Source: an optimization exercise on an open RTL-to-GDS flow (aim: small area). Production flows keep margins and buffers that such runs may drop. Only simulation tests tie the RTL to the original design; equivalence was not proved.

[flow/design.v]
module terrain_gen #(
    parameter logic [7:0] MIN_H         = 8'd80,
    parameter logic [7:0] MAX_H         = 8'd115,
    parameter logic [2:0] GROUND_COLOUR = 3'b010
) (
    input  logic       CLOCK_50,
    input  logic       resetn,
    input  logic       start,
    input  logic [7:0] seed,
    input  logic       query_valid,
    input  logic [7:0] query_x,
    output logic [7:0] height,
    output logic       height_valid,
    output logic       ready,
    output logic       busy,
    output logic [7:0] vga_x,
    output logic [6:0] vga_y,
    output logic [2:0] vga_colour,
    output logic       vga_plot
);
    localparam logic [1:0] IDLE = 2'b00, READY = 2'b01, GEN = 2'b10, DRAW = 2'b11;
    logic [1:0] state_q, state_d;
    logic [7:0] cnt_q, cnt_d;       
    logic [5:0] h_q, h_d;           
    logic       hv_q, hv_d;
    logic [7:0] pos_q, pos_d;       
    logic       found_q, found_d;
    logic [4:0] acc_q, acc_d;       
    logic       s_gen, s_draw, s_ready;
    assign s_gen   = (state_q == GEN);
    assign s_draw  = (state_q == DRAW);
    assign s_ready = (state_q == READY);
    function automatic logic [4:0] rom(input logic [7:0] i);
        case (i)
            8'd0: rom = 5'd11;
            8'd1: rom = 5'd11;
            8'd2: rom = 5'd11;
            8'd3: rom = 5'd11;
            8'd4: rom = 5'd12;
            8'd5: rom = 5'd13;
            8'd6: rom = 5'd13;
            8'd7: rom = 5'd12;
            8'd8: rom = 5'd11;
            8'd9: rom = 5'd10;
            8'd10: rom = 5'd9;
            8'd11: rom = 5'd8;
            8'd12: rom = 5'd8;
            8'd13: rom = 5'd9;
            8'd14: rom = 5'd9;
            8'd15: rom = 5'd8;
            8'd16: rom = 5'd8;
            8'd17: rom = 5'd8;
            8'd18: rom = 5'd7;
            8'd19: rom = 5'd7;
            8'd20: rom = 5'd7;
            8'd21: rom = 5'd6;
            8'd22: rom = 5'd6;
            8'd23: rom = 5'd7;
            8'd24: rom = 5'd7;
            8'd25: rom = 5'd7;
            8'd26: rom = 5'd8;
            8'd27: rom = 5'd9;
            8'd28: rom = 5'd9;
            8'd29: rom = 5'd8;
            8'd30: rom = 5'd8;
            8'd31: rom = 5'd8;
            8'd32: rom = 5'd7;
            8'd33: rom = 5'd6;
            8'd34: rom = 5'd5;
            8'd35: rom = 5'd4;
            8'd36: rom = 5'd4;
            8'd37: rom = 5'd4;
            8'd38: rom = 5'd4;
            8'd39: rom = 5'd4;
            8'd40: rom = 5'd4;
            8'd41: rom = 5'd5;
            8'd42: rom = 5'd5;
            8'd43: rom = 5'd5;
            8'd44: rom = 5'd6;
            8'd45: rom = 5'd6;
            8'd46: rom = 5'd6;
            8'd47: rom = 5'd6;
            8'd48: rom = 5'd6;
            8'd49: rom = 5'd7;
            8'd50: rom = 5'd7;
            8'd51: rom = 5'd6;
            8'd52: rom = 5'd6;
            8'd53: rom = 5'd6;
            8'd54: rom = 5'd6;
            8'd55: rom = 5'd7;
            8'd56: rom = 5'd7;
            8'd57: rom = 5'd6;
            8'd58: rom = 5'd5;
            8'd59: rom = 5'd4;
            8'd60: rom = 5'd4;
            8'd61: rom = 5'd5;
            8'd62: rom = 5'd6;
            8'd63: rom = 5'd7;
            8'd64: rom = 5'd8;
            8'd65: rom = 5'd8;
            8'd66: rom = 5'd8;
            8'd67: rom = 5'd9;
            8'd68: rom = 5'd9;
            8'd69: rom = 5'd9;
            8'd70: rom = 5'd10;
            8'd71: rom = 5'd11;
            8'd72: rom = 5'd12;
            8'd73: rom = 5'd12;
            8'd74: rom = 5'd12;
            8'd75: rom = 5'd12;
            8'd76: rom = 5'd12;
            8'd77: rom = 5'd13;
            8'd78: rom = 5'd14;
            8'd79: rom = 5'd14;
            8'd80: rom = 5'd14;
            8'd81: rom = 5'd14;
            8'd82: rom = 5'd13;
            8'd83: rom = 5'd12;
            8'd84: rom = 5'd12;
            8'd85: rom = 5'd12;
            8'd86: rom = 5'd11;
            8'd87: rom = 5'd10;
            8'd88: rom = 5'd9;
            8'd89: rom = 5'd9;
            8'd90: rom = 5'd10;
            8'd91: rom = 5'd10;
            8'd92: rom = 5'd10;
            8'd93: rom = 5'd11;
            8'd94: rom = 5'd11;
            8'd95: rom = 5'd10;
            8'd96: rom = 5'd9;
            8'd97: rom = 5'd9;
            8'd98: rom = 5'd10;
            8'd99: rom = 5'd11;
            8'd100: rom = 5'd12;
            8'd101: rom = 5'd12;
            8'd102: rom = 5'd11;
            8'd103: rom = 5'd11;
            8'd104: rom = 5'd12;
            8'd105: rom = 5'd13;
            8'd106: rom = 5'd13;
            8'd107: rom = 5'd12;
            8'd108: rom = 5'd12;
            8'd109: rom = 5'd13;
            8'd110: rom = 5'd13;
            8'd111: rom = 5'd12;
            8'd112: rom = 5'd11;
            8'd113: rom = 5'd11;
            8'd114: rom = 5'd11;
            8'd115: rom = 5'd11;
            8'd116: rom = 5'd12;
            8'd117: rom = 5'd12;
            8'd118: rom = 5'd12;
            8'd119: rom = 5'd12;
            8'd120: rom = 5'd11;
            8'd121: rom = 5'd11;
            8'd122: rom = 5'd11;
            8'd123: rom = 5'd10;
            8'd124: rom = 5'd9;
            8'd125: rom = 5'd9;
            8'd126: rom = 5'd9;
            8'd127: rom = 5'd9;
            8'd128: rom = 5'd9;
            8'd129: rom = 5'd8;
            8'd130: rom = 5'd8;
            8'd131: rom = 5'd8;
            8'd132: rom = 5'd8;
            8'd133: rom = 5'd8;
            8'd134: rom = 5'd8;
            8'd135: rom = 5'd8;
            8'd136: rom = 5'd7;
            8'd137: rom = 5'd7;
            8'd138: rom = 5'd8;
            8'd139: rom = 5'd9;
            8'd140: rom = 5'd9;
            8'd141: rom = 5'd9;
            8'd142: rom = 5'd10;
            8'd143: rom = 5'd11;
            8'd144: rom = 5'd11;
            8'd145: rom = 5'd11;
            8'd146: rom = 5'd12;
            8'd147: rom = 5'd12;
            8'd148: rom = 5'd11;
            8'd149: rom = 5'd11;
            8'd150: rom = 5'd12;
            8'd151: rom = 5'd13;
            8'd152: rom = 5'd14;
            8'd153: rom = 5'd14;
            8'd154: rom = 5'd14;
            8'd155: rom = 5'd15;
            8'd156: rom = 5'd16;
            8'd157: rom = 5'd17;
            8'd158: rom = 5'd18;
            8'd159: rom = 5'd19;
            8'd160: rom = 5'd19;
            8'd161: rom = 5'd19;
            8'd162: rom = 5'd19;
            8'd163: rom = 5'd18;
            8'd164: rom = 5'd18;
            8'd165: rom = 5'd19;
            8'd166: rom = 5'd19;
            8'd167: rom = 5'd18;
            8'd168: rom = 5'd18;
            8'd169: rom = 5'd19;
            8'd170: rom = 5'd19;
            8'd171: rom = 5'd19;
            8'd172: rom = 5'd19;
            8'd173: rom = 5'd19;
            8'd174: rom = 5'd19;
            8'd175: rom = 5'd18;
            8'd176: rom = 5'd17;
            8'd177: rom = 5'd17;
            8'd178: rom = 5'd18;
            8'd179: rom = 5'd18;
            8'd180: rom = 5'd17;
            8'd181: rom = 5'd16;
            8'd182: rom = 5'd15;
            8'd183: rom = 5'd14;
            8'd184: rom = 5'd14;
            8'd185: rom = 5'd15;
            8'd186: rom = 5'd16;
            8'd187: rom = 5'd16;
            8'd188: rom = 5'd16;
            8'd189: rom = 5'd16;
            8'd190: rom = 5'd16;
            8'd191: rom = 5'd16;
            8'd192: rom = 5'd16;
            8'd193: rom = 5'd16;
            8'd194: rom = 5'd16;
            8'd195: rom = 5'd17;
            8'd196: rom = 5'd18;
            8'd197: rom = 5'd19;
            8'd198: rom = 5'd20;
            8'd199: rom = 5'd20;
            8'd200: rom = 5'd19;
            8'd201: rom = 5'd19;
            8'd202: rom = 5'd19;
            8'd203: rom = 5'd19;
            8'd204: rom = 5'd19;
            8'd205: rom = 5'd18;
            8'd206: rom = 5'd17;
            8'd207: rom = 5'd16;
            8'd208: rom = 5'd16;
            8'd209: rom = 5'd16;
            8'd210: rom = 5'd15;
            8'd211: rom = 5'd15;
            8'd212: rom = 5'd16;
            8'd213: rom = 5'd17;
            8'd214: rom = 5'd18;
            8'd215: rom = 5'd19;
            8'd216: rom = 5'd20;
            8'd217: rom = 5'd21;
            8'd218: rom = 5'd22;
            8'd219: rom = 5'd22;
            8'd220: rom = 5'd21;
            8'd221: rom = 5'd20;
            8'd222: rom = 5'd19;
            8'd223: rom = 5'd19;
            8'd224: rom = 5'd19;
            8'd225: rom = 5'd19;
            8'd226: rom = 5'd20;
            8'd227: rom = 5'd21;
            8'd228: rom = 5'd22;
            8'd229: rom = 5'd22;
            8'd230: rom = 5'd21;
            8'd231: rom = 5'd20;
            8'd232: rom = 5'd20;
            8'd233: rom = 5'd21;
            8'd234: rom = 5'd21;
            8'd235: rom = 5'd21;
            8'd236: rom = 5'd21;
            8'd237: rom = 5'd20;
            8'd238: rom = 5'd19;
            8'd239: rom = 5'd18;
            8'd240: rom = 5'd17;
            8'd241: rom = 5'd16;
            8'd242: rom = 5'd15;
            8'd243: rom = 5'd15;
            8'd244: rom = 5'd15;
            8'd245: rom = 5'd14;
            8'd246: rom = 5'd13;
            8'd247: rom = 5'd13;
            8'd248: rom = 5'd14;
            8'd249: rom = 5'd15;
            8'd250: rom = 5'd15;
            8'd251: rom = 5'd14;
            8'd252: rom = 5'd13;
            8'd253: rom = 5'd13;
            8'd254: rom = 5'd13;
            8'd255: rom = 5'd12;
            default: rom = 5'd0;
        endcase
    endfunction
    logic [7:0] op;
    logic [7:0] cnt_nx;
    logic       cnt_en;
    logic       wrap;
    logic [7:0] idx;
    logic [4:0] rv;
    logic [5:0] hsum, hpath;
    assign op = s_ready ? query_x : cnt_nx;
    always_comb begin
        logic [7:0] p, g;
        logic [8:0] c, pp;
        p = pos_q ^ op;
        g = pos_q & op;
        c[0]  = 1'b0;
        pp[0] = 1'b1;
        for (int i = 0; i < 8; i++) begin
            c[i+1]  = g[i] | (p[i] & c[i]);
            pp[i+1] = pp[i] & p[i];
        end
        wrap = c[8];
        for (int i = 0; i < 8; i++) begin
            idx[i] = p[i] ^ (c[i] | (pp[i] & wrap));
        end
    end
    assign rv = rom(idx);
    always_comb begin
        logic       c;
        c = wrap;
        for (int i = 0; i < 5; i++) begin
            hsum[i] = rv[i] ^ acc_q[i] ^ c;
            c       = (rv[i] & acc_q[i]) | (c & (rv[i] ^ acc_q[i]));
        end
        hsum[5] = c;
    end
    assign hpath = (op[7] & (op[6] | op[5])) ? 6'd56 : hsum;
    logic       hit1, hit2, searching;
    assign hit1      = (pos_q == 8'hB4);
    assign hit2      = (pos_q == 8'h19);
    assign searching = s_gen && !found_q;
    logic       start_ok, col_end;
    assign start_ok = !state_q[1] && start;
    assign col_end  = (h_q == 6'd55);
    assign cnt_en   = s_gen || (s_draw && col_end);
    logic [5:0] h_inc;
    always_comb begin
        logic c;
        c = cnt_en;
        for (int i = 0; i < 8; i++) begin
            cnt_nx[i] = cnt_q[i] ^ c;
            c         = c & cnt_q[i];
        end
        c = 1'b1;
        for (int i = 0; i < 6; i++) begin
            h_inc[i] = h_q[i] ^ c;
            c        = c & h_q[i];
        end
    end
    always_comb begin
        state_d = state_q;
        hv_d    = s_ready && query_valid;
        cnt_d   = start_ok ? 8'd96 : cnt_nx;
        if (s_draw && !col_end) h_d = h_inc;
        else if (s_gen)         h_d = 6'd33;
        else                    h_d = hpath;
        if (start_ok)                    acc_d = 5'd30;
        else if (s_gen && cnt_q == 8'd255) acc_d = ~hsum[4:0];
        else                             acc_d = acc_q;
        pos_d   = pos_q;
        found_d = found_q;
        if (start_ok) begin
            pos_d   = (seed == 8'h00) ? 8'h01 : seed;
            found_d = 1'b0;
        end else if (searching) begin
            if (hit1 || hit2) begin
                found_d = 1'b1;
                pos_d   = ~{cnt_q[6:0], hit2} - 8'd64;    
            end else begin
                pos_d = {2'b00, pos_q[7:2]}
                      ^ (pos_q[0] ? 8'h5C : 8'h00)
                      ^ (pos_q[1] ? 8'hB8 : 8'h00);
            end
        end
        case (state_q)
            IDLE, READY: if (start) state_d = GEN;
            GEN:         if (cnt_q == 8'd255) state_d = DRAW;
            DRAW:        if (col_end && cnt_q == 8'd159) state_d = READY;
            default:     state_d = IDLE;
        endcase
    end
    always_ff @(posedge CLOCK_50 or negedge resetn) begin
        if (!resetn) begin
            state_q <= IDLE;
            hv_q    <= 1'b0;
        end else begin
            state_q <= state_d;
            hv_q    <= hv_d;
        end
    end
    always_ff @(posedge CLOCK_50) begin
        cnt_q   <= cnt_d;
        h_q     <= h_d;
        pos_q   <= pos_d;
        found_q <= found_d;
        acc_q   <= acc_d;
    end
    assign height       = {1'b0, hv_q, h_q & {6{hv_q}}};
    assign height_valid = hv_q;
    assign ready        = s_ready;
    assign busy         = state_q[1];
    assign vga_x        = cnt_q & {8{s_draw}};
    assign vga_y        = {s_draw, h_q & {6{s_draw}}};
    assign vga_colour   = {1'b0, s_draw, 1'b0};
    assign vga_plot     = s_draw;
endmodule
[flow/flow/run.sh]
#!/bin/bash
# Layout flow: the standard flow (standard.sh), with these changes:
#  - synthesis maps the logic with an area-oriented ABC script (flow/abc.script: logic
#    restructuring, choice computation, area mapping) instead of ORFS's speed script;
#    everything else in synthesis is the standard script (synth_recipe.tcl steps: -nofsm
#    -noshare, flatten, rename), so the registers are the standard ones;
#  - synthesis leaves adders to ABC (no full/half-adder cell extraction) and inserts no
#    buffers on pass-through wires (port buffering below gives every port its own buffer);
#  - port buffers use the smallest buffer (buf_1); every port still gets its buffer.
set -euo pipefail
HERE=$(pwd)
export MY_WORK=$HERE/flow_work
export MY_ABC_SCRIPT=$HERE/flow/abc.script
mkdir -p "$MY_WORK"
sed "s#SYNTH_SCRIPT=[^ ]*#SYNTH_SCRIPT=$HERE/flow/synth.tcl#" standard.sh > my_standard.sh
grep -q "SYNTH_SCRIPT=$HERE/flow/synth.tcl" my_standard.sh
export BUFFER_PORTS_ARGS="-buffer_cell sky130_fd_sc_hd__buf_1"
bash my_standard.sh ADDER_MAP_FILE= SYNTH_INSBUF=0 synth > synth.log 2>&1
bash my_standard.sh finish > layout.log 2>&1
[flow/flow/abc.script]
strash
balance -l
resub -K 6 -l
rewrite -l
resub -K 6 -N 2 -l
refactor -l
resub -K 8 -l
balance -l
resub -K 8 -N 2 -l
rewrite -l
resub -K 10 -l
rewrite -z -l
resub -K 10 -N 2 -l
balance -l
resub -K 12 -l
refactor -z -l
resub -K 12 -N 2 -l
rewrite -z -l
balance -l
&get -n
&deepsyn -T 60
&put
balance -l
resub -K 6 -l
rewrite -l
resub -K 6 -N 2 -l
refactor -l
resub -K 8 -l
balance -l
resub -K 8 -N 2 -l
rewrite -l
resub -K 10 -l
rewrite -z -l
resub -K 10 -N 2 -l
balance -l
resub -K 12 -l
refactor -z -l
resub -K 12 -N 2 -l
rewrite -z -l
balance -l
dch -f
amap
[flow/flow/synth.tcl]
proc synth {args} { yosys synth -nofsm -noshare {*}$args }
set f [open $::env(SCRIPTS_DIR)/synth_preamble.tcl]; set pre [read $f]; close $f
set pre [string map [list {set abc_script $::env(SCRIPTS_DIR)/abc_speed.script} "set abc_script $::env(MY_ABC_SCRIPT)" {set abc_script $::env(SCRIPTS_DIR)/abc_area.script} "set abc_script $::env(MY_ABC_SCRIPT)"] $pre]
set f [open $::env(MY_WORK)/preamble_mod.tcl w]; puts $f $pre; close $f
set f [open $::env(SCRIPTS_DIR)/synth.tcl]; set txt [read $f]; close $f
set txt [string map [list {source $::env(SCRIPTS_DIR)/synth_preamble.tcl} "source $::env(MY_WORK)/preamble_mod.tcl"] $txt]
set f [open $::env(MY_WORK)/synth_mod.tcl w]; puts $f $txt; close $f
source $::env(MY_WORK)/synth_mod.tcl
# left out here: clear keep_hierarchy, flatten, clean up, hide names made inside functions, write 1_2_yosys.v
[flow/standard.sh]
#!/bin/bash
# synth_recipe.tcl (not shown) runs the flow's synth.tcl, then flattens the netlist and writes it again
# the make line also repeats each setting of config.mk as NAME=value (left out here)
make -C /OpenROAD-flow-scripts/flow DESIGN_CONFIG=/design/flow/config.mk WORK_HOME=/design/flow/orfs CLKGATE_MAP_FILE= SYNTH_SCRIPT=/design/flow/synth_recipe.tcl "${@:-finish}"
[flow/config.mk]
export PLATFORM = sky130hd
export DESIGN_NAME = terrain_gen
export DESIGN_NICKNAME = terrain_gen
export VERILOG_FILES = /design/flow/design.v
export SDC_FILE = /design/flow/constraint.sdc
export NUM_CORES = 4
export LEC_CHECK = 0
export CAP_MARGIN = 20
export CORE_MARGIN = 2
export CORE_UTILIZATION = 40
export CTS_BUF_LIST = sky130_fd_sc_hd__clkbuf_4
export CTS_CLUSTER_SIZE = 10
export GPL_TIMING_DRIVEN = 0
export SLEW_MARGIN = 20
[flow/constraint.sdc]
create_clock -name core_clock -period 10.0 [get_ports {CLOCK_50}]
set_input_delay 2.0000 -clock core_clock [delete_from_list [all_inputs] [get_ports {CLOCK_50}]]
set_output_delay 2.0000 -clock core_clock [all_outputs]
set_load 0.01 [all_outputs]
==> flow_summary.ini, run 1 <==
[floorplanning]
die_w_um = 83.9
core_area_um2 = 6280
dieArea_um2 = 7040
rows = 29
die_y_um = 83.9
initial_core_util = 0.407
ios = 50

[clocking]
cts_buffers = 5
htree_levels = 2
clk_path_buf_depth = 2
cts_tree = yes
cts_hold_buf = 0
cts.sinks = 31
clock-root-buffer = clkbuf_4
clock_latency_ns = 0.33
cts.clk_slew.worst_paths_ns = 0.10

[timing]
max_slew_margin = 0.401
hold_viol_final = 0
setup-violations-final = 0
fin_crit_sh = 0.873
drv_slew = 0
clock_skew_ns = 0.0125
rsz0062_at_grt = false
setup_tns_ns = 0
clock.fmax_ghz = 0.115
worst_pin_slew_ns = 0.889
setup_ws_ns = 1.27
layout_min_cycle_time_ns = 8.73

[routing]
drt_iter0_markers = 187
vias = 3044
detail-route-antenna-nets = 0
viasPerCell = 5.52
wl_per_cell_um = 13.3
drc = 0
wl_um = 7320
drt_first_pass_iters = 5

[run_status]
outcome = finished clean

[job]
drv_cap = 0

[setup_path]
crit_required_ns = 10.23
max_stage_delay_ns = 0.48
worstPathArrival_ns = 8.95
crit_fanout = 18
r2r_cells = 52
start_kind = flop
endpoint_kind = flop
worst-setup-path-type = flop to flop
critPathMostFrequentCell = nor2_1
slowest_stage = dfrtp_1

[synth]
synthFlopType = dfxtp_1
syn_area_per_cell_um2 = 6.13
ys_warn_count = 1
syn_area_um2 = 2550
ys_ff_latch = 31
synthDistinctLibCells = 39
netlist_instances = 417
yosysSeqAreaShare = 0.280
synth-edff-count = 8
async_flop_share = 0.0968

[final_layout]
nNetsFinal = 493
finish.instance_area_um2 = 2900
final_cell_mix = nor2_1 (123), clkinv_1 (57), nand2_1 (48)
multi_input_area_um2 = 1640
seq_area_um2 = 716
antenna_cells = 0
final_common_cell = nor2_1
final_layout_size_suffix_gt1_frac = 0.0232
syn2layout_area_growth_pct = 13.7
nFillCells = 666

[global_routing]
grt_max_degree = 19
grt_first_pass_wirelength_um = 12200
grt_use_total = 0.209
antenna_found_initial = 0
grt_overflow = 0
grt_pass1_vias = 2678

[placed_design]
place_area_um2 = 2840
hpwl_um = 5850
gp_congestion = 0.930
pre_cts_slack_ns = 1.03
port_buffers = 46

[worst_hold_path]
min_delay_path_depth = 2
hp-class = flop to flop
synthesized netlist by cell type (3+ instances only):
| cell | number | area (µm²) |
|---|---|---|
| nor2_1 | 123 | 462 |
| clkinv_1 | 57 | 214 |
| nand2_1 | 48 | 180 |
| o21ai_0 | 43 | 215 |
| dfxtp_1 | 20 | 400 |
| nor3_1 | 19 | 95.1 |
| a21oi_1 | 18 | 90.1 |
| a31oi_1 | 9 | 56.3 |
| o22ai_1 | 9 | 56.3 |
| edfxtp_1 | 8 | 240 |
| nor2b_1 | 7 | 43.8 |
| o22a_1 | 6 | 52.6 |
| o211ai_1 | 5 | 37.5 |
| a22oi_1 | 4 | 30.0 |
| a211oi_1 | 3 | 22.5 |
| dfrtp_1 | 3 | 75.1 |
| nor4_1 | 3 | 18.8 |
state kept, by name, summed over array words and instances, names as in the netlist:
signal	flops
acc_q	5
cnt_q	8
pos_q	8
found_q	1
hv_q	1
state_q	2
h_q	6
layer usage:
| layer | track usage | vias to the layer above | share of wire |
|---|---|---|---|
| met2 | 0.335 | 131 | 0.44 |
| met4 | 0.0777 | 0 | 0.028 |
| met5 | 0 | - | 0 |
| met1 | 0.287 | 1315 | 0.47 |
| met3 | 0.0267 | 23 | 0.063 |
| li1 | - | 1575 | - |
stage by stage:
step           instances  utilization  hold WS, ns
4_1_cts              551        0.461        0.466
6_report             551        0.463        0.475
5_1_grt              551        0.463        0.507
2_1_floorplan        419            -        0.420
3_5_place_dp         543        0.452        0.442
3_3_place_gp         542        0.451        0.433
critical path, delay by kind of cell, from the launching register on:
| kind | cells | cell delay [ns] |
|---|---|---|
| buf+inv | 6 | 1.27 |
| flops | 1 | 0.48 |
| compound gates | 22 | 3.69 |
| simple gates | 24 | 3.20 |
final timing paths:
check                      startpoint         end  slack, ns
setup reg to reg           state_q[1]    acc_q[4]       1.27
hold reg to reg               found_q     found_q       0.47
hold / removal                found_q     found_q       0.47
setup / recovery           state_q[1]    acc_q[4]       1.27
min in group asynchronous      resetn  state_q[1]       1.46
max in group asynchronous      resetn  state_q[0]       8.37
what timing repair did:
action | 4_1_cts | 5_1_grt
resized for setup | 0 | 3
setup endpoints to repair | 0 | 3
buffers inserted | 0 | 0
cell type report:
class / count / share of cell area
clock buffers: 6 / 0.0155
flip-flops and latches: 31 / 0.246
well taps: 77 / 0.0332
inverters: 57 / 0.0750
repair buffers: 47 / 0.0620
multi-input cells: 331 / 0.565
clock inverters: 2 / 0.00302
cells by family after synthesis:
family | after synthesis | synth area share
AND/OR/NAND/NOR | 205 | 0.325
AO/OA/AOI/OAI | 123 | 0.310
buffers and inverters | 57 | 0.0837
flip-flops | 31 | 0.280
other | 1 | 0.00147
==> inputs of run 2 (changes only) <==
==> flow/flow/abc.script (replaced) <==
strash
balance -l
resub -K 6 -l
rewrite -l
resub -K 6 -N 2 -l
refactor -l
resub -K 8 -l
balance -l
resub -K 8 -N 2 -l
rewrite -l
resub -K 10 -l
rewrite -z -l
resub -K 10 -N 2 -l
balance -l
resub -K 12 -l
refactor -z -l
resub -K 12 -N 2 -l
rewrite -z -l
balance -l
dch -f
amap
==> flow_summary.ini, run 2 <==
[global_routing]
grt_pass1_vias = 2683
busiest_layer = met2
use_met3 = 0.0305
met2_usage = 0.320
met1_usage = 0.294
grt_max_degree = 23
grt_overflow = 0
grt_use_total = 0.204
antenna_found_initial = 0
grt_first_pass_wirelength_um = 12300

[setup_path]
endpoint_kind = flop
regToRegSetupSlack_ns = 1.39
worst-setup-path-type = flop to flop
crit_fanout = 16
start_kind = flop
critPathMostFrequentCell = nor2_1
max_stage_delay_ns = 0.54
worstPathArrival_ns = 8.87
crit_required_ns = 10.27
slowest_stage = a31oi_1

[synth]
syn_area_per_cell_um2 = 6.14
synth_common_cells = nor2_1 (121), clkinv_1 (55), o21ai_0 (42)
synth_top_area_frac = 0.175
ys_warn_count = 1
synth-edff-count = 8
netlist_instances = 423
synthDistinctLibCells = 39
async_flop_share = 0.0968
yosysSeqAreaShare = 0.275
ys_ff_latch = 31
syn_area_um2 = 2600
post-synth-top-count-cell = nor2_1
synth_area_leaders = nor2_1 (17%), dfxtp_1 (15%), edfxtp_1 (9.2%), o21ai_0 (8.1%), clkinv_1 (7.9%)
synthFlopType = dfxtp_1
synth_top_area_cell = nor2_1

[final_layout]
syn2layout_area_growth_pct = 13.0
nNetsFinal = 498
seq_area_um2 = 716
nFillCells = 683
fin_cells = 556
final_common_cell = nor2_1
top_regs = cnt_q x8, pos_q x8, h_q x6
final_layout_size_suffix_gt1_frac = 0.0167
multi_input_area_um2 = 1690
antenna_cells = 0
final_cell_mix = nor2_1 (121), clkinv_1 (57), buf_1 (46)

[routing]
viasPerCell = 5.51
drc = 0
drt_iter0_markers = 139
drt_first_pass_iters = 4
wl_per_cell_um = 12.9
wl_um = 7150
detail-route-antenna-nets = 0
vias = 3061

[clocking]
clock-root-buffer = clkbuf_4
cts.clk_slew.worst_paths_ns = 0.10
cts_hold_buf = 0
cts_tree = yes
clk_path_buf_depth = 2
clock_latency_ns = 0.33
htree_levels = 2
cts.sinks = 31
cts_buffers = 5
post_cts_buffers = 0

[timing]
fin_crit_sh = 0.861
setup_tns_ns = 0
setup_ws_ns = 1.39
drv_slew = 0
max_slew_margin = 0.379
clock.fmax_ghz = 0.116
hold_viol_final = 0
setup-violations-final = 0
clock_skew_ns = 0.0114
worst_pin_slew_ns = 0.925
rsz0062_at_grt = false
layout_min_cycle_time_ns = 8.61
holdWs_ns = 0.475

[floorplanning]
dieArea_um2 = 7160
core_area_um2 = 6310
rows = 29
die_y_um = 84.6
ios = 50
die_w_um = 84.6
initial_core_util = 0.412

[worst_hold_path]
hp-class = flop to flop

[placed_design]
hpwl_um = 5560
port_buffers = 46
gp_congestion = 0.895
dp_cells = 548
pre_cts_slack_ns = 1.01

[job]
drv_cap = 0

[run_status]
outcome = finished clean
## run 2: area by class of cell
type / instances / share of cell area
multi-input cells: 339 / 0.576
inverters: 55 / 0.0703
clock inverters: 2 / 0.00256
repair buffers: 46 / 0.0588
clock buffers: 6 / 0.0153
well taps: 77 / 0.0328
flip-flops and latches: 31 / 0.244
## run 2: final timing paths
kind,startpoint,cells past startpoint,end
max,state_q[1],48,h_q[4]
max reg2reg,state_q[1],48,h_q[4]
min,acc_q[0],2,acc_q[0]
min reg2reg,acc_q[0],2,acc_q[0]
max in group asynchronous,resetn,1,hv_q
min in group asynchronous,resetn,1,state_q[1]
## run 2: cell families (layout without fill, tap and decap cells)
logic type      count (synthesis)  after routing  synth area share
simple gates                  196            196             0.310
flops                          31             31             0.275
compound gates                140            140             0.334
buf+inv                        55            109            0.0794
other cells                     1              3           0.00144
## run 2: metrics by stage
| step | cell area, µm² | util |
|---|---|---|
| finish | 2940 | 0.465 |
| global route | 2940 | 0.465 |
| detailed placement | 2880 | 0.455 |
| global placement | 2880 | 0.455 |
| floorplan | 2610 | - |
| CTS | 2930 | 0.464 |
## run 2: what timing repair did
item / 4_1_cts / 5_1_grt
endpoints found under the hold margin: 0 / 0
setup endpoints to repair: 0 / 4
resized for setup: 0 / 2
## run 2: routing by layer
| layer | vias up | share of wire |
|---|---|---|
| met4 | 0 | 0.015 |
| met1 | 1314 | 0.48 |
| met3 | 12 | 0.070 |
| li1 | 1612 | - |
| met5 | - | 0 |
| met2 | 123 | 0.44 |
## run 2: worst max-delay path, delay by kind of cell (launching register included)
family	cells	cell delay, ns
flip-flops	1	0.39
AO/OA/AOI/OAI	17	3.75
AND/OR/NAND/NOR	27	3.29
buffers and inverters	4	1.10
==> inputs of run 3 (changes only) <==
--- a/flow/flow/abc.script
+++ b/flow/flow/abc.script
@@ -1,2 +1,23 @@
 strash
+balance -l
+resub -K 6 -l
+rewrite -l
+resub -K 6 -N 2 -l
+refactor -l
+resub -K 8 -l
+balance -l
+resub -K 8 -N 2 -l
+rewrite -l
+resub -K 10 -l
+rewrite -z -l
+resub -K 10 -N 2 -l
+balance -l
+resub -K 12 -l
+refactor -z -l
+resub -K 12 -N 2 -l
+rewrite -z -l
+balance -l
+&get -n
+&deepsyn -T 240
+&put
 balance -l
==> flow_summary.ini, run 3 <==
[run_status]
outcome = finished clean

[global_routing]
grt_pass1_vias = 2441
grt_overflow = 0
grt_use_total = 0.221
grt_max_degree = 19
grt_first_pass_wirelength_um = 11600
antenna_found_initial = 0

[final_layout]
top_regs = cnt_q x8, pos_q x8, h_q x6
final_cell_mix = nor2_1 (104), clkinv_1 (59), buf_1 (46)
fin_cells = 532
nNetsFinal = 476
multi_input_area_um2 = 1560
syn2layout_area_growth_pct = 14.4
nFillCells = 656
final_common_cell = nor2_1
seq_area_um2 = 716
antenna_cells = 0
final_layout_size_suffix_gt1_frac = 0.0175
fin_util = 0.477

[synth]
yosysSeqAreaShare = 0.288
syn_area_per_cell_um2 = 6.21
post-synth-top-count-cell = nor2_1
synthFlopType = dfxtp_1
async_flop_share = 0.0968
ys_warn_count = 1
syn_area_um2 = 2480
netlist_instances = 400
synth_area_leaders = dfxtp_1 (16%), nor2_1 (16%), edfxtp_1 (9.7%), o21ai_0 (9.5%), clkinv_1 (8.8%)
synthDistinctLibCells = 38
synth-edff-count = 8
ys_ff_latch = 31
synth_common_cells = nor2_1 (104), clkinv_1 (58), o21ai_0 (47)
synth_top_area_frac = 0.161
synth_top_area_cell = dfxtp_1

[clocking]
post_cts_buffers = 0
cts_hold_buf = 0
cts.clk_slew.worst_paths_ns = 0.11
cts.sinks = 31
cts_tree = yes
cts_buffers = 5
clk_path_buf_depth = 2
clock_latency_ns = 0.33
cts-resized-gates = 0
clock-root-buffer = clkbuf_4
htree_levels = 2

[timing]
holdWs_ns = 0.466
rsz0062_at_grt = false
worst_pin_slew_ns = 0.902
fin_crit_sh = 0.890
clock.fmax_ghz = 0.112
hold_viol_final = 0
layout_min_cycle_time_ns = 8.90
max_slew_margin = 0.393
clock_skew_ns = 0.00778
drv_slew = 0
setup_tns_ns = 0
setup-violations-final = 0

[floorplanning]
die_y_um = 82.8
rows = 28
core_area_um2 = 5960
dieArea_um2 = 6850
initial_core_util = 0.417
die_w_um = 82.8
ios = 50

[routing]
detail-route-antenna-nets = 0
viasPerCell = 5.65
vias = 3007
drt_iter0_markers = 381
drc = 0
wl_um = 7390
wl_per_cell_um = 13.9
drt_first_pass_iters = 5

[placed_design]
hpwl_um = 5860
gp_congestion = 0.947
dp_cells = 524
port_buffers = 46

[setup_path]
critPathMostFrequentCell = nand2_1
worst-setup-path-type = flop to flop
worstPathArrival_ns = 9.14
crit_fanout = 18
max_stage_delay_ns = 0.72
crit_required_ns = 10.23
slowest_stage = o21ai_0
start_kind = flop
endpoint_kind = flop

[job]
drv_cap = 0

[worst_hold_path]
hp-class = flop to flop
run 3: changes by cell type after synthesis, sizes merged, moves of 5 or more:
cell,change
a21oi,-6
o21ai,+5
nor2,-17
o21a,-5
run 3: kinds of logic after synthesis:
kind of cell,Yosys count,synth area share
buffers and inverters,58,0.0877
AND/OR/NAND/NOR,179,0.296
flip-flops,31,0.288
other,1,0.00151
AO/OA/AOI/OAI,131,0.327
run 3: worst max-delay path, delay by kind of cell (launching register included):
family	cells	cell delay, ns
DFF	1	0.45
buffers and inverters	6	1.62
and+or+nand+nor	20	2.77
AOI/OAI and AO/OA	18	3.96
run 3: layout make-up:
cell class              count  share of cell area
flip-flops and latches     31               0.252
well taps                  75              0.0330
clock buffers               5              0.0132
repair buffers             47              0.0634
multi-input cells         313               0.548
inverters                  58              0.0767
clock inverters             3              0.0137
run 3: per-layer routing:
layer / GRT usage / part of all wire / up-vias
li1: - / - / 1524
met1: 0.291 / 0.43 / 1318
met2: 0.354 / 0.47 / 147
met3: 0.0541 / 0.083 / 18
met4: 0.0738 / 0.018 / 0
met5: 0 / 0 / -
run 3: per-stage QoR:
step | area (µm²) | setup slack [ns]
after floorplan | 2490 | 2.59
after global placement | 2760 | 0.843
after detailed placement | 2760 | 1.20
after CTS | 2840 | 1.21
after global routing | 2840 | 0.0214
final | 2840 | 1.10
run 3: final timing paths:
path	startpoint	to	slack [ns]	cells past startpoint
max	state_q[1]	acc_q[4]	1.10	44
min	found_q	found_q	0.47	2
max reg2reg	state_q[1]	acc_q[4]	1.10	44
min reg2reg	found_q	found_q	0.47	2
max in group asynchronous	resetn	state_q[0]	8.39	1
min in group asynchronous	resetn	hv_q	1.46	1
==> inputs of run 4 (changes only) <==
--- a/flow/flow/run.sh
+++ b/flow/flow/run.sh
@@ -8,3 +8,3 @@
 #    buffers on pass-through wires (port buffering below gives every port its own buffer);
-#  - port buffers use the smallest buffer (buf_1); every port still gets its buffer.
+#  - port buffers use the smallest buffer (buf_1); every port still gets its buffer;
 set -euo pipefail
@@ -17,2 +17,3 @@
 export BUFFER_PORTS_ARGS="-buffer_cell sky130_fd_sc_hd__buf_1"
+export CTS_ARGS="-sink_clustering_enable -repair_clock_nets -sink_clustering_size 12 -buf_list sky130_fd_sc_hd__clkbuf_4 -dont_use_dummy_load"
 bash my_standard.sh ADDER_MAP_FILE= SYNTH_INSBUF=0 synth > synth.log 2>&1
--- a/flow/config.mk
+++ b/flow/config.mk
@@ -11,3 +11,3 @@
 export CTS_BUF_LIST = sky130_fd_sc_hd__clkbuf_4
-export CTS_CLUSTER_SIZE = 10
+export CTS_CLUSTER_SIZE = 12
 export GPL_TIMING_DRIVEN = 0
==> flow_summary.ini, run 4 <==
[worst_hold_path]
min_delay_path_depth = 2
min_from = found_q
hp-class = flop to flop
hold_end = found_q

[global_routing]
grt_overflow = 0
grt_first_pass_wirelength_um = 11500
antenna_found_initial = 0
grt_pass1_vias = 2427
grt_max_degree = 19
grt_use_total = 0.221

[final_layout]
top_regs = cnt_q x8, pos_q x8, h_q x6
final_layout_size_suffix_gt1_frac = 0.0132
final_common_cell = nor2_1
nFillCells = 658
final_cell_mix = nor2_1 (104), clkinv_1 (58), buf_1 (46)
syn2layout_area_growth_pct = 12.9
nNetsFinal = 476
multi_input_area_um2 = 1560
fin_cells = 529
antenna_cells = 0
seq_area_um2 = 716

[timing]
setup-violations-final = 0
hold_viol_final = 0
rsz0062_at_grt = false
layout_min_cycle_time_ns = 8.95
fin_crit_sh = 0.895
setup_tns_ns = 0
max_slew_margin = 0.378
drv_slew = 0
clock_skew_ns = 0.0225
worst_pin_slew_ns = 0.923
clock.fmax_ghz = 0.112
setup_ws_ns = 1.05

[floorplanning]
dieArea_um2 = 6850
ios = 50
die_w_um = 82.8
core_area_um2 = 5960
rows = 28
die_y_um = 82.8
initial_core_util = 0.417

[run_status]
outcome = finished clean

[setup_path]
critPathMostFrequentCell = nand2_1
timing.rr.end = acc_q[4]
crit_required_ns = 10.22
cp.depth = 44
critical_path.top_delay_family = compound AO/OA/AOI/OAI gates
r2r_cells = 44
rr_startpoint = state_q[1]
endpoint_kind = flop
worstPathArrival_ns = 9.18
crit_fanout = 18
max_stage_delay_ns = 0.74
slowest_stage = o21ai_0
critical_path_buf_inv_count = 6
regToRegSetupSlack_ns = 1.05
worst-setup-path-type = flop to flop
start_kind = flop

[clocking]
cts.clk_slew.worst_paths_ns = 0.11
cts.sinks = 31
cts_hold_buf = 0
clock-root-buffer = clkbuf_4
clk_path_buf_depth = 2
cts-resized-gates = 0
clock_latency_ns = 0.33
htree_levels = 2
cts_tree = yes
cts_buffers = 5
post_cts_buffers = 0

[synth]
ys_ff_latch = 31
syn_area_um2 = 2480
netlist_instances = 400
synth_area_leaders = dfxtp_1 (16%), nor2_1 (16%), edfxtp_1 (9.7%), o21ai_0 (9.5%), clkinv_1 (8.8%)
synth_top_area_frac = 0.161
syn_area_per_cell_um2 = 6.21
synth-edff-count = 8
synthFlopType = dfxtp_1
synth_common_cells = nor2_1 (104), clkinv_1 (58), o21ai_0 (47)
post-synth-top-count-cell = nor2_1
synthDistinctLibCells = 38
ys_warn_count = 1
yosysSeqAreaShare = 0.288
async_flop_share = 0.0968
synth_top_area_cell = dfxtp_1

[placed_design]
pre_cts_slack_ns = 1.20
port_buffers = 46
gp_congestion = 0.947
hpwl_um = 5860
dp_cells = 524

[routing]
drc = 0
drt_iter0_markers = 390
wl_um = 7400
vias = 3008
detail-route-antenna-nets = 0
wl_per_cell_um = 14.0
drt_first_pass_iters = 5
viasPerCell = 5.69

[job]
drv_cap = 0
==> run 4: worst register-to-register path: cells and delay by family, from the launching register on <==
family	cells	cell delay (ns)
AOI/OAI and AO/OA	18	4.00
buffers and inverters	6	1.63
DFF	1	0.45
and+or+nand+nor	20	2.81
==> run 4: final cells by class <==
| cell class | count | area share |
|---|---|---|
| well taps | 75 | 0.0335 |
| clock buffers | 5 | 0.0134 |
| flip-flops and latches | 31 | 0.255 |
| inverters | 58 | 0.0777 |
| multi-input cells | 313 | 0.556 |
| repair buffers | 47 | 0.0643 |
==> run 4: worst max-delay path by stage <==
stage / end / slack, ns / start
after global routing: h_q[4] / 0.01 / state_q[1]
after detailed placement: acc_q[4] / 1.20 / query_x[0]
after floorplan: acc_q[4] / 2.59 / state_q[1]
after global placement: acc_q[4] / 0.84 / state_q[1]
after CTS: acc_q[4] / 1.21 / state_q[1]
final: acc_q[4] / 1.05 / state_q[1]
==> run 4: per-layer routing <==
metal / GRT usage / part of all wire / wire length [µm] / up-vias
li1: - / - / - / 1527
met1: 0.292 / 0.43 / 3180 / 1311
met2: 0.354 / 0.46 / 3410 / 139
met3: 0.0541 / 0.082 / 608 / 31
met4: 0.0738 / 0.027 / 202 / 0
met5: 0 / 0 / 0 / -
==> run 4: cell families after synthesis <==
family	synth area share
AO/OA/AOI/OAI	0.327
other	0.00151
AND/OR/NAND/NOR	0.296
flip-flops	0.288
buffers and inverters	0.0877
==> run 4: metrics by stage <==
| stage | cell area [µm²] | util | hold WS [ns] |
|---|---|---|---|
| 2_1_floorplan | 2490 | - | 0.420 |
| 3_3_place_gp | 2760 | 0.463 | 0.432 |
| 4_1_cts | 2800 | 0.470 | 0.471 |
| 6_report | 2800 | 0.470 | 0.466 |
| 5_1_grt | 2800 | 0.470 | 0.501 |
| 3_5_place_dp | 2760 | 0.464 | 0.445 |
==> inputs of run 5 (changes only) <==
--- a/flow/flow/run.sh
+++ b/flow/flow/run.sh
@@ -17,3 +17,3 @@
 export BUFFER_PORTS_ARGS="-buffer_cell sky130_fd_sc_hd__buf_1"
-export CTS_ARGS="-sink_clustering_enable -repair_clock_nets -sink_clustering_size 12 -buf_list sky130_fd_sc_hd__clkbuf_4 -dont_use_dummy_load"
+export CTS_ARGS="-sink_clustering_enable -repair_clock_nets -sink_clustering_size 16 -buf_list sky130_fd_sc_hd__clkbuf_4 -dont_use_dummy_load"
 bash my_standard.sh ADDER_MAP_FILE= SYNTH_INSBUF=0 synth > synth.log 2>&1
--- a/flow/config.mk
+++ b/flow/config.mk
@@ -11,3 +11,3 @@
 export CTS_BUF_LIST = sky130_fd_sc_hd__clkbuf_4
-export CTS_CLUSTER_SIZE = 12
+export CTS_CLUSTER_SIZE = 16
 export GPL_TIMING_DRIVEN = 0
==> flow_summary.ini, run 5 <==
[floorplanning]
initial_core_util = 0.417
rows = 28
core_area_um2 = 5960
die_w_um = 82.8
die_y_um = 82.8
ios = 50
dieArea_um2 = 6850

[clocking]
post_cts_buffers = 0
cts-resized-gates = 0
clock_latency_ns = 0.33
htree_levels = 2
clock-root-buffer = clkbuf_4
cts.clk_slew.worst_paths_ns = 0.11
cts_tree = yes
cts_buffers = 5
cts_hold_buf = 0
cts.sinks = 31
clk_path_buf_depth = 2

[setup_path]
worst-setup-path-type = flop to flop
cp-endpoint = acc_q[4]
critical_path.top_delay_family = compound AO/OA/AOI/OAI gates
cp.depth = 44
timing.rr.end = acc_q[4]
critPathMostFrequentCell = nand2_1
r2r_cells = 44
rr_startpoint = state_q[1]
start_kind = flop
critical_path_buf_inv_count = 6
slowest_stage = o21ai_0
endpoint_kind = flop
startpoint = state_q[1]
worstPathArrival_ns = 9.18
crit_required_ns = 10.22
regToRegSetupSlack_ns = 1.05
crit_fanout = 18
max_stage_delay_ns = 0.74

[timing]
clock_skew_ns = 0.0225
clock.fmax_ghz = 0.112
setup_tns_ns = 0
setup_ws_ns = 1.05
worst_pin_slew_ns = 0.923
fin_crit_sh = 0.895
max_slew_margin = 0.378
hold_viol_final = 0
layout_min_cycle_time_ns = 8.95
drv_slew = 0
setup-violations-final = 0
rsz0062_at_grt = false

[synth]
synth_top_area_frac = 0.161
async_flop_share = 0.0968
post-synth-top-count-cell = nor2_1
synth_top_area_cell = dfxtp_1
synth_common_cells = nor2_1 (104), clkinv_1 (58), o21ai_0 (47)
syn_area_um2 = 2480
ys_ff_latch = 31
synth-edff-count = 8
synthFlopType = dfxtp_1
ys_warn_count = 1
synthDistinctLibCells = 38
syn_area_per_cell_um2 = 6.21
netlist_instances = 400
synth_area_leaders = dfxtp_1 (16%), nor2_1 (16%), edfxtp_1 (9.7%), o21ai_0 (9.5%), clkinv_1 (8.8%)
yosysSeqAreaShare = 0.288

[placed_design]
hpwl_um = 5860
port_buffers = 46
gp_congestion = 0.947
pre_cts_slack_ns = 1.20

[routing]
viasPerCell = 5.69
drt_iter0_markers = 390
vias = 3008
wl_um = 7400
drc = 0
drt_first_pass_iters = 5
wl_per_cell_um = 14.0
detail-route-antenna-nets = 0

[worst_hold_path]
hp-class = flop to flop
min_from = found_q

[global_routing]
grt_first_pass_wirelength_um = 11500
antenna_found_initial = 0
grt_use_total = 0.221
grt_max_degree = 19
grt_pass1_vias = 2427
grt_overflow = 0

[final_layout]
top_regs = cnt_q x8, pos_q x8, h_q x6
final_layout_size_suffix_gt1_frac = 0.0132
final_common_cell = nor2_1
nNetsFinal = 476
final_cell_mix = nor2_1 (104), clkinv_1 (58), buf_1 (46)
antenna_cells = 0
syn2layout_area_growth_pct = 12.9

[run_status]
outcome = finished clean

[job]
drv_cap = 0
[run 5: worst min-delay path by stage]
stage               endpoint  cells after the start
CTS                  found_q                      2
global placement     found_q                      2
finish               found_q                      2
floorplan            found_q                      2
global route         found_q                      2
detailed placement   found_q                      2
[run 5: layout make-up]
cell class / instances / area, µm²
Multi-Input combinational cell: 313 / 1560
Clock buffer: 5 / 37.5
Sequential cell: 31 / 716
Fill cell: 658 / 3150
Tap cell: 75 / 93.8
Inverter: 58 / 218
Timing Repair Buffer: 47 / 180
[run 5: logic make-up after synthesis]
group / share of synthesized area
flip-flops: 0.288
buffers and inverters: 0.0877
AO/OA/AOI/OAI: 0.327
AND/OR/NAND/NOR: 0.296
other: 0.00151
[run 5: worst register-to-register path, delay by kind of cell, from the launching register on]
family                 cells  cell delay (ns)
and+or+nand+nor           20             2.81
buffers and inverters      6             1.63
AOI/OAI and AO/OA         18             4.00
DFF                        1             0.45
[run 5: per-layer routing]
| layer | routed length (µm) | track usage |
|---|---|---|
| met1 | 3180 | 0.292 |
| met4 | 202 | 0.0738 |
| met5 | 0 | 0 |
| met3 | 608 | 0.0541 |
| met2 | 3410 | 0.354 |
[run 5: through the flow]
| stage | hold WS (ns) | util | cell area [µm²] | instances |
|---|---|---|---|---|
| global route | 0.501 | 0.470 | 2800 | 529 |
| finish | 0.466 | 0.470 | 2800 | 529 |
| floorplan | 0.420 | - | 2490 | 402 |
| global placement | 0.432 | 0.463 | 2760 | 523 |
| CTS | 0.471 | 0.470 | 2800 | 529 |
| detailed placement | 0.445 | 0.464 | 2760 | 524 |
==> inputs of run 6 (changes only) <==
--- a/flow/flow/run.sh
+++ b/flow/flow/run.sh
@@ -17,3 +17,3 @@
 export BUFFER_PORTS_ARGS="-buffer_cell sky130_fd_sc_hd__buf_1"
-export CTS_ARGS="-sink_clustering_enable -repair_clock_nets -sink_clustering_size 16 -buf_list sky130_fd_sc_hd__clkbuf_4 -dont_use_dummy_load"
+export CTS_ARGS="-sink_clustering_enable -repair_clock_nets -sink_clustering_size 10 -buf_list sky130_fd_sc_hd__clkbuf_4 -dont_use_dummy_load"
 bash my_standard.sh ADDER_MAP_FILE= SYNTH_INSBUF=0 synth > synth.log 2>&1
--- a/flow/config.mk
+++ b/flow/config.mk
@@ -11,3 +11,3 @@
 export CTS_BUF_LIST = sky130_fd_sc_hd__clkbuf_4
-export CTS_CLUSTER_SIZE = 16
+export CTS_CLUSTER_SIZE = 10
 export GPL_TIMING_DRIVEN = 0
==> flow_summary.ini, run 6 <==
[run_status]
outcome = finished clean

[floorplanning]
dieArea_um2 = 6850
die_y_um = 82.8
rows = 28
ios = 50
core_area_um2 = 5960
die_w_um = 82.8
initial_core_util = 0.417

[timing]
setup-violations-final = 0
max_slew_margin = 0.378
setup_tns_ns = 0
drv_slew = 0
clock.fmax_ghz = 0.112
layout_min_cycle_time_ns = 8.95
hold_viol_final = 0
clock_skew_ns = 0.0225
fin_crit_sh = 0.895
rsz0062_at_grt = false
worst_pin_slew_ns = 0.923
holdWs_ns = 0.466

[setup_path]
crit_required_ns = 10.22
start_kind = flop
critical_path.top_delay_family = compound AO/OA/AOI/OAI gates
worst-setup-path-type = flop to flop
crit_fanout = 18
endpoint_kind = flop
worstPathArrival_ns = 9.18
critical_path_buf_inv_count = 6
critPathMostFrequentCell = nand2_1
slowest_stage = o21ai_0
max_stage_delay_ns = 0.74

[routing]
vias = 3008
drt_first_pass_iters = 5
wl_um = 7400
wl_per_cell_um = 14.0
detail-route-antenna-nets = 0
drt_iter0_markers = 390
viasPerCell = 5.69
drc = 0

[global_routing]
grt_max_degree = 19
met1_usage = 0.292
grt_pass1_vias = 2427
grt_first_pass_wirelength_um = 11500
busiest_layer = met2
use_met3 = 0.0541
grt_overflow = 0
met2_usage = 0.354
antenna_found_initial = 0
grt_use_total = 0.221

[clocking]
clock-root-buffer = clkbuf_4
cts.sinks = 31
cts.clk_slew.worst_paths_ns = 0.11
cts_hold_buf = 0
clock_latency_ns = 0.33
cts_buffers = 5
post_cts_buffers = 0
htree_levels = 2
cts_tree = yes
clk_path_buf_depth = 2
cts-resized-gates = 0

[synth]
yosysSeqAreaShare = 0.288
async_flop_share = 0.0968
synth_area_leaders = dfxtp_1 (16%), nor2_1 (16%), edfxtp_1 (9.7%), o21ai_0 (9.5%), clkinv_1 (8.8%)
post-synth-top-count-cell = nor2_1
ys_warn_count = 1
syn_area_um2 = 2480
synthFlopType = dfxtp_1
synth-edff-count = 8
synth_common_cells = nor2_1 (104), clkinv_1 (58), o21ai_0 (47)
synth_top_area_cell = dfxtp_1
synth_top_area_frac = 0.161
netlist_instances = 400
ys_ff_latch = 31
syn_area_per_cell_um2 = 6.21
synthDistinctLibCells = 38

[placed_design]
hpwl_um = 5860
port_buffers = 46
gp_congestion = 0.947

[final_layout]
antenna_cells = 0
final_cell_mix = nor2_1 (104), clkinv_1 (58), buf_1 (46)
nNetsFinal = 476
final_layout_size_suffix_gt1_frac = 0.0132
final_common_cell = nor2_1
top_regs = cnt_q x8, pos_q x8, h_q x6
syn2layout_area_growth_pct = 12.9

[worst_hold_path]
hp-class = flop to flop

[job]
drv_cap = 0
run 6: cell counts after synthesis:
Identical to the previous run, type by type.
run 6: cells by family (layout without fill, tap and decap cells):
group | Yosys count | count (layout) | share of synthesized area
AO/OA/AOI/OAI | 131 | 131 | 0.327
flip-flops | 31 | 31 | 0.288
AND/OR/NAND/NOR | 179 | 179 | 0.296
buffers and inverters | 58 | 110 | 0.0877
other | 1 | 3 | 0.00151
run 6: cell type report:
type	instances	area, µm²
tap	75	93.8
inverter	58	218
fill	658	3150
clock buffer	5	37.5
timing repair buffer	47	180
sequential	31	716
multi-input combinational	313	1560
run 6: stage by stage:
stage	setup slack (ns)	utilization	instance area [µm²]	std cells
after floorplan	2.59	-	2490	402
after global placement	0.843	0.463	2760	523
after detailed placement	1.20	0.464	2760	524
after CTS	1.21	0.470	2800	529
after global routing	0.0135	0.470	2800	529
final	1.05	0.470	2800	529
run 6: path summary, 6_finish.rpt:
check	startpoint	end	slack [ns]	depth (start not counted)
min in group asynchronous	resetn	hv_q	1.47	1
hold reg to reg	found_q	found_q	0.47	2
hold / removal	found_q	found_q	0.47	2
setup reg to reg	state_q[1]	acc_q[4]	1.05	44
setup / recovery	state_q[1]	acc_q[4]	1.05	44
max in group asynchronous	resetn	state_q[0]	8.38	1
run 6: worst reg2reg max path, delay by kind of cell, from the launching register on:
kind                   cells  cell delay (ns)
AO/OA/AOI/OAI             18             4.00
buffers and inverters      6             1.63
flip-flops                 1             0.45
AND/OR/NAND/NOR           20             2.81
run 6: metal layers:
metal	part of all wire	vias to the layer above
met5	0	-
met4	0.027	0
met3	0.082	31
met2	0.46	139
met1	0.43	1311
li1	-	1527

==> static timing again, ports no longer ideal <==
The results above use ideal ports. As a check the final layouts listed here were re-extracted and re-timed, cells and wires unchanged. Step 1, drivers: a clkbuf_16 drives CLOCK_50 and a buf_2 each remaining input, both assumed. Step 2 times the ports against the registers' clock, not the clock port: input delays grow and output delays shrink by t, the midpoint of the rising clock arrivals with the driver on. Three values: ideal ports, drivers, drivers and shift; two values: the first two.
run | t, ns | setup slack, ns | worst register clock-pin slew, ns
run 1 | 0.350 | 1.274 / 1.274 / 1.274 | 0.10 / 0.10
run 2 | 0.351 | 1.394 / 1.394 / 1.330 | 0.10 / 0.10
run 3 | 0.357 | 1.096 / 1.096 / 1.096 | 0.11 / 0.11
run 4 | 0.349 | 1.047 / 1.047 / 1.047 | 0.11 / 0.11
run 5 | 0.349 | 1.047 / 1.047 / 1.047 | 0.11 / 0.11
run 6 | 0.349 | 1.047 / 1.047 / 1.047 | 0.11 / 0.11
After both steps every run listed still meets setup and hold. The setup slack of run 2, which loses most, moves by 0.000 ns with the drivers and by -0.064 ns with both steps.
